Source: an optimization exercise on an open RTL-to-GDS flow (aim: small area, a short achievable clock period and few clock cycles per item). Production flows keep margins and buffers that such runs may drop.
Function was not checked in any run shown here: the RTL went through the layout flow alone.

## flow/design.v (module list and top-level ports; edited modules follow where they fit)
// module barrett_mu_div: 81 lines
// module ntt_barrett_modmul: 5116 lines
module ntt_barrett_modmul #(
    parameter int unsigned W   = 16,
    parameter int unsigned PW  = 16,
    parameter int unsigned LAT = ntt_barrett_modmul_pkg::PIPE_LAT
) (
    input  logic          clk,
    input  logic          reset,
    input  logic          cfg_load,
    input  logic [W-1:0]  cfg_q,
    output logic          cfg_busy,
    output logic          cfg_err,
    output logic          cfg_ready,
    input  logic          in_valid,
    output logic          in_ready,
    input  logic [W-1:0]  in_a,
    input  logic [W-1:0]  in_w,
    input  logic [PW-1:0] in_pass,
    output logic          out_valid,
    input  logic          out_ready,
    output logic [W-1:0]  out_data,
    output logic [PW-1:0] out_pass
);
  // ...
==> flow/run.sh <==
#!/bin/bash
# synth_recipe.tcl (not shown) runs the flow's synth.tcl, then flattens the netlist and writes it again
# the make line also repeats each setting of config.mk as NAME=value (left out here)
make -C /OpenROAD-flow-scripts/flow DESIGN_CONFIG=/design/flow/config.mk WORK_HOME=/design/flow/orfs CLKGATE_MAP_FILE= SYNTH_SCRIPT=/design/flow/synth_recipe.tcl finish
==> flow/config.mk <==
export PLATFORM = sky130hd
export DESIGN_NAME = ntt_barrett_modmul
export DESIGN_NICKNAME = ntt_barrett_modmul
export VERILOG_FILES = /design/flow/design.v
export SDC_FILE = /design/flow/constraint.sdc
export NUM_CORES = 4
export LEC_CHECK = 0
export CAP_MARGIN = 20
export CORE_MARGIN = 2
export CORE_UTILIZATION = 40
export SLEW_MARGIN = 20
==> flow/constraint.sdc <==
create_clock -name core_clock -period 10.0 [get_ports {clk}]
set_input_delay 2.0000 -clock core_clock [delete_from_list [all_inputs] [get_ports {clk}]]
set_output_delay 2.0000 -clock core_clock [all_outputs]
set_load 0.01 [all_outputs]
==> results.cfg, run 1 <==
[status]
status = complete, no violations

[setup_path]
crit_path_end_kind = flop
r2r_cells = 26
crit_family = adder cells
worstPathArrival_ps = 8930

[floorplan]
io_pins = 106
rows = 121

[final_layout]
multi_input_area_share_pct = 62.5
area_delta_synth_final_pct = 9.28
clkbuf_count = 54
fin_util_pct = 44.0
nets = 5430

[placement]
dp_cells = 5766
gp_congestion = 0.905

[synth]
synth_ff_type = edfxtp_1
synth_most_common_cell = inv_1
synthArstFlopShare_pct = 4.64
ys_types = 76
synth_edf_count = 297
syn_area_um2 = 43700
synth_compound_area_share_pct = 6.28

[routing]
routed_via_density = 5.09
wl_um = 110000
first_iter_violations = 1543
met1Wirelength_um = 47700
drc = 0

[timing]
hold_viol = 0
tightest_slew_ps = 1150
fmax_ghz = 0.117
period_needed_ps = 8560

[global_route]
globalRouteMet2Util_pct = 34.4
use_met1_pct = 27.3
antenna_found_initial = 5

[cts]
cts_resized = 0

[worst_hold_path]
holdPathEnd = p2_q[8]
min-delay-start = p1_q[8]

[flow_run]
drv_cap = 0
==> run 2: changes to the inputs <==
--- a/flow/config.mk
+++ b/flow/config.mk
@@ -8,4 +8,5 @@
 export CAP_MARGIN = 20
 export CORE_MARGIN = 2
 export CORE_UTILIZATION = 40
+export SETUP_SLACK_MARGIN = 5
 export SLEW_MARGIN = 20
==> run 2 against run 1 <==
Still clean. Core utilization grew 4.6 points. Flip-flop and latch count did not move. Final area up 10%. Global-route usage grew 1.5 points. Critical path depth down 3. Largest cell class unchanged.
==> results.cfg, run 2 <==
[status]
status = complete, no violations

[cts]
cts_hold_buf = 0
cts_tree = yes
cts_num_sinks = 345
clk_path_buf_depth = 3
cts_made_buffers = 39
root_buffer = clkbuf_16
clkTransAtPathRegs_ps = 60
worstSkewPairLatency_ps = 610
cts_htree_levels = 2

[timing]
hold_viol = 0
period_needed_ps = 7190
setup-violations-final = 0
setup_tns_ps = 0
tightest_slew_ps = 1030
fin_crit_sh_pct = 71.9
slew_headroom_pct = 31.2
rsz0062_at_grt = true
fin_worst_skew_ps = 21.6
final.setup.worst_slack_ps = 2810
fmax_ghz = 0.139
report.final.slew_viol_count = 0

[routing]
dr_wl_met3_um = 6370
met2_wirelength_um = 58900
routed-via-count = 31500
first_iter_violations = 1772
routed_via_density = 5.09
dr.pass1.iters = 5
wl_per_cell_um = 19.5
met1Wirelength_um = 51500
topRoutingLayerUsed = met4
drc = 0
wl_um = 121000
final_antenna_net_count = 0

[floorplan]
rows = 121
core_um2 = 109000
io_pins = 106
start_util_pct = 40.2
die_width_um = 334
die_h_um = 334
dieArea_um2 = 112000

[final_layout]
regArea_um2 = 9960
multi_input_area_um2 = 31600
layout_commonest_cell = inv_1
finalInstanceArea_um2 = 52700
drive_above_1_share_pct = 17.7
area_delta_synth_final_pct = 20.6
stdcell_count = 6188
nets = 5777
top_regs = p_q x32, x_q x32, xl_q x19
final_cell_mix = 839 x inv_1, 694 x fa_1, 523 x and2_1, 412 x nand2_1, 307 x buf_4
fill_cells = 9950

[synth]
yosysWarningCount = 2
ys_types = 76
synthCells = 4363
yosysTopAreaCellShare_pct = 34.4
synth_most_common_cell = inv_1
synthTopCellsByArea = fa_1 34%, edfxtp_1 20%, and2_1 7.9%
yosysSeqAreaShare_pct = 22.8
yosys-top-cells-count = 871 x inv_1, 751 x fa_1, 549 x and2_1, 432 x nand2_1, 297 x edfxtp_1
synthAdderAreaFrac_pct = 40.6
syn_area_um2 = 43700
synthSimpleGateAreaFrac_pct = 15.9
synth_top_cell_by_area = fa_1
synth_edf_count = 297
synthMuxAreaShare_pct = 2.33
synthArstFlopShare_pct = 4.64
ys_seq_elements = 345
synth_xor_xnor_area_share_pct = 3.18
syn_nets = 5397
syn_avg_cell_area_um2 = 10.0
synth_compound_area_share_pct = 6.28
synth_top_family_by_area = adder cells
synth_ff_type = edfxtp_1

[setup_path]
cp-start-kind = flop
path_class = flop to flop
cpPeakStageDelay_ps = 570
crit_path_end_kind = flop
cp_max_fo = 6
worstPathArrival_ps = 7530
slowest_stage = mux4_2
crit_buf_inv = 3
cp_cell_sequence = buf_6, mux2_4, mux2_4, mux4_2, and2_4, fa_1, inv_1, fa_1, fa_2, fa_1, inv_2, fa_1, fa_1, ha_4, a21o_1, a21oi_2, a21oi_2, o2111ai_2, a31oi_2, a221o_1, a211oi_2, o21bai_1, xnor2_1
cp_data_required_time_ps = 10330
crit_family = adder cells
cpMostUsedCell = fa_1

[placement]
dp_slack_ps = 1920
port_buffers = 104
dp_cells = 5771
place_area_um2 = 46900
hpwl_um = 84300
gp_congestion = 0.879

[global_route]
grt_pass1_vias = 33700
grt_pass1_wl_um = 190000
grt_max_degree = 147
antenna_found_initial = 1
globalRouteOverflowTotal = 0
grt_usage_pct = 21.8

[flow_run]
drv_cap = 0

[worst_hold_path]
min_path_type = flop to flop
## run 2: per-layer routing
layer / vias to the layer above / global-route usage [%]
met5: - / 0
met4: 0 / 6.50
met3: 254 / 2.56
met2: 899 / 37.8
met1: 16100 / 28.8
li1: 14300 / -
## run 2: through the flow
stage | utilization (%) | hold slack, ps
after floorplan | - | 400
after global placement | 43.2 | 401
after detailed placement | 43.2 | 405
after CTS | 47.6 | 403
after global routing | 48.5 | 414
final | 48.5 | 412
## run 2: layout make-up
class	instances	area share [%]
sequential	345	18.9
antenna	1	0.00475
tap	1414	3.36
timing repair buffer	498	8.92
clock buffer	49	1.92
clock inverter	22	0.580
multi-input combinational	2985	60.1
inverter	874	6.24
## run 2: final timing paths
| path | endpoint | startpoint | slack [ps] | cells after the start |
|---|---|---|---|---|
| worst max register to register | t_q[15] | u_div.sh_q[0] | 2810 | 23 |
| worst min-delay path | p1_q[6] | p0_q[6] | 410 | 0 |
| max in group asynchronous | u_div.busy_q | reset | 8270 | 1 |
| worst max-delay path | t_q[15] | u_div.sh_q[0] | 2810 | 23 |
| worst min register to register | p1_q[6] | p0_q[6] | 410 | 0 |
| min in group asynchronous | cfg_err_q | reset | 1370 | 1 |
## run 2: timing repair
item / CTS / global route
setup endpoints to repair: 87 / 86
setup buffers: 279 / 60
gates cloned: 4 / 2
resized for setup: 228 / 130
pin swaps: 170 / 93
## run 2: worst reg2reg max path: stages, from the launching register on
cell and delay, ps:
edfxtp_1 510, buf_6 200, mux2_4 310, mux2_4 280
mux4_2 570, and2_4 190, fa_1 530, inv_1 50
fa_1 450, fa_2 350, fa_1 500, inv_2 40
fa_1 480, fa_1 550, ha_4 220, a21o_1 190
a21oi_2 190, a21oi_2 90, o2111ai_2 220, a31oi_2 130
a221o_1 350, a211oi_2 290, o21bai_1 120, xnor2_1 140
## run 2: cells by family (layout without fill, tap and decap cells)
group,count (synthesis),count (layout)
other,1,2
XOR/XNOR,157,157
adder cells (fa/ha/maj),965,965
buffers and inverters,1034,1443
AND/OR/NAND/NOR,1347,1348
AO/OA/AOI/OAI,426,426
multiplexers,88,88
flip-flops,345,345

[port drivers added, routing unchanged]
Ports are ideal in the flow. The routed layouts listed here were re-timed in OpenROAD. Step 1 assumes that a clkbuf_16 drives the clock port and a buf_2 every other input. Step 2 also shifts input and output timing later by t, the mid clock arrival at the registers, as if the neighbouring blocks saw the same clock. a / b / c = ideal / step 1 / step 2; a / b = the first two.
run	t (ns)	setup slack, ns	worst data-port slew with drivers (ns)
run 1	0.660	1.435 / 1.435 / 1.435	0.04
run 2	0.664	2.806 / 2.806 / 2.806	0.07
After both steps setup and hold are still met in every run listed.
